Source: an optimization exercise on an open RTL-to-GDS flow (aim: small area, a short achievable clock period and few clock cycles per item). Production flows keep margins and buffers that such runs may drop. The RTL was checked by simulation tests, not by an equivalence proof against the original design.

==> flow/design.v (excerpt) <==
module waveform_oscillator_soft_ramp_core (
  input  wire logic                 clk,
  input  wire logic                 rst,
  input  wire logic                 in_valid,
  output logic                      in_ready,
  input  wire logic signed [23:0]   in_left,
  input  wire logic signed [23:0]   in_right,
  input  wire logic                 in_block_start,
  input  wire logic                 in_soft_start,
  input  wire logic                 in_soft_stop,
  output logic                      out_valid,
  input  wire logic                 out_ready,
  output logic signed [23:0]        out_left,
  output logic signed [23:0]        out_right,
  output logic signed [15:0]        out_wave,
  input  wire logic                 cfg_valid,
  output logic                      cfg_ready,
  input  wire logic [1:0]           cfg_index,
  input  wire logic [wosr_pkg::FIELD_BITS-1:0] cfg_data
);
Settings: LEC_CHECK=0, ABC_AREA=1, CAP_MARGIN=20, CORE_MARGIN=2, CORE_UTILIZATION=40, SLEW_MARGIN=20, SYNTH_HIERARCHICAL=1; clock period 12.0 ns.
standard.sh (not shown) runs the stock make flow with config.mk's settings and CLKGATE_MAP_FILE= SYNTH_SCRIPT=/design/flow/synth_recipe.tcl, a recipe that flattens the netlist after the stock synthesis.
==> flow/flow/run.sh <==
#!/bin/bash
# Standard layout with a larger setup margin for the repair steps (the clock
# period and constraints stay the design's), resizing not tied to the cell
# footprint, and plain buffers on the ports.
set -euo pipefail
export SETUP_SLACK_MARGIN=7.0
export BUFFER_PORTS_ARGS="-buffer_cell sky130_fd_sc_hd__buf_2"
bash standard.sh MATCH_CELL_FOOTPRINT=0 finish > standard.log 2>&1
The baseline finished clean.
Testbench counts at the start, summed over its fixed seeds: cycles 8,384, items 8,192.
Change:
--- a/flow/flow/run.sh
+++ b/flow/flow/run.sh
@@ -4,5 +4,5 @@
 # footprint, and plain buffers on the ports.
 set -euo pipefail
-export SETUP_SLACK_MARGIN=7.0
+export SETUP_SLACK_MARGIN=8.0
 export BUFFER_PORTS_ARGS="-buffer_cell sky130_fd_sc_hd__buf_2"
 bash standard.sh MATCH_CELL_FOOTPRINT=0 finish > standard.log 2>&1
Outcome:
- cell area came out higher by 7.3%
- utilization goes up by 3.1 points
- register-to-register slack improves by 0.25 ns
- routed wire length rose by 3.0%
Change:
--- a/flow/flow/run.sh
+++ b/flow/flow/run.sh
@@ -4,5 +4,5 @@
 # footprint, and plain buffers on the ports.
 set -euo pipefail
-export SETUP_SLACK_MARGIN=8.0
+export SETUP_SLACK_MARGIN=7.5
 export BUFFER_PORTS_ARGS="-buffer_cell sky130_fd_sc_hd__buf_2"
 bash standard.sh MATCH_CELL_FOOTPRINT=0 finish > standard.log 2>&1
Settings changed: ABC_AREA 1 to not set.
What happened: Via count is lower by roughly a tenth. Cell area shrinks by a few percent. Die area came out lower by a few percent. Wire length goes down by a few percent. Register-to-register slack got worse by 0.38 ns. Final cell count drops by about a fifth. Core utilization goes up by 0.92 points. Global-route usage climbs by 0.47 points.
Change:
==> flow/run.sh (new file) <==
#!/bin/bash
# synth_recipe.tcl (not shown) runs the flow's synth.tcl, then flattens the netlist and writes it again
# the make line also repeats each setting of config.mk as NAME=value (left out here)
make -C /OpenROAD-flow-scripts/flow DESIGN_CONFIG=/design/flow/config.mk WORK_HOME=/design/flow/orfs CLKGATE_MAP_FILE= SYNTH_SCRIPT=/design/flow/synth_recipe.tcl finish
removed: flow/flow/run.sh
removed: flow/standard.sh
Cell area fell by 6.6%.
Global-route usage shrinks by 1.4 points.
Clock skew is lower by 0.015 ns.
Cell count shrinks by 3.8%.

---

Another version of the RTL of waveform_oscillator_soft_ramp_core (not shown whole).
For scale: ~500 flip-flops, roughly 150 I/O pins.
==> flow/config.mk <==
export PLATFORM = sky130hd
export DESIGN_NAME = waveform_oscillator_soft_ramp_core
export DESIGN_NICKNAME = waveform_oscillator_soft_ramp_core
export VERILOG_FILES = /design/flow/design.v
export SDC_FILE = /design/flow/constraint.sdc
export NUM_CORES = 4
export LEC_CHECK = 0
export ABC_AREA = 1
export CAP_MARGIN = 20
export CORE_MARGIN = 2
export CORE_UTILIZATION = 40
export SLEW_MARGIN = 20
export SYNTH_HIERARCHICAL = 1
==> flow/constraint.sdc <==
create_clock -name core_clock -period 12.0 [get_ports {clk}]
set_input_delay 2.4000 -clock core_clock [delete_from_list [all_inputs] [get_ports {clk}]]
set_output_delay 2.4000 -clock core_clock [all_outputs]
set_load 0.01 [all_outputs]
==> flow/flow/run.sh <==
#!/bin/bash
# Standard layout with a larger setup margin for the repair steps (the clock
# period and constraints stay the design's), resizing not tied to the cell
# footprint, and plain buffers on the ports.
set -euo pipefail
export SETUP_SLACK_MARGIN=7.25
export BUFFER_PORTS_ARGS="-buffer_cell sky130_fd_sc_hd__buf_2"
bash standard.sh MATCH_CELL_FOOTPRINT=0 finish > standard.log 2>&1
The baseline produced a clean layout.
Testbench counts at the start, summed over its fixed seeds: cycles 8,384, items 8,192.
==> next run, changes <==
--- a/flow/flow/run.sh
+++ b/flow/flow/run.sh
@@ -6 +6 @@
-export SETUP_SLACK_MARGIN=7.25
+export SETUP_SLACK_MARGIN=7.5
Effect: Via count grows by 1.9%; worst setup slack is better by 49 ps; worst hold slack is better by 40 ps.

-- static timing again, ports no longer ideal --
In the flow no input, the clock included, has a driving cell. The finished layouts below were timed again as built, in two steps.
Step 1 sets driving cells, clkbuf_16 on the clock port and buf_2 on the other inputs (assumed; they add their load-dependent delay and slew).
Step 2 also shifts input and output timing later by t, the mid clock arrival at the registers, as if the neighbouring blocks saw the same clock.
Three values: ideal, step 1, step 2; two values: the first two.
| run | shift t [ns] | setup slack, ns | worst setup path at the end | latest minus earliest clock arrival (ns) | worst register clock-pin slew, ns |
|---|---|---|---|---|---|
| the first run of note 1 | 0.738 | 7.256 / 7.256 / 6.649 | input to register | 0.065 / 0.065 | 0.07 / 0.07 |
| the second run of note 1 | 0.726 | 7.507 / 7.507 / 7.433 | input to register | 0.048 / 0.048 | 0.07 / 0.07 |
| the third run of note 1 | 0.713 | 7.130 / 7.130 / 7.025 | input to register | 0.096 / 0.095 | 0.08 / 0.08 |
| the fourth run of note 1 | 0.698 | 5.675 / 5.675 / 5.675 | register to register | 0.077 / 0.077 | 0.07 / 0.07 |
| the first run of note 2 | 0.721 | 7.356 / 7.356 / 6.808 | input to register | 0.054 / 0.054 | 0.07 / 0.07 |
| the second run of note 2 | 0.733 | 7.406 / 7.406 / 7.233 | input to register | 0.046 / 0.046 | 0.07 / 0.07 |
After both steps setup and hold are still met in every run listed. For the first run of note 1, which loses most, drivers alone change the setup slack by 0.000 ns; drivers and shift together by -0.607 ns.
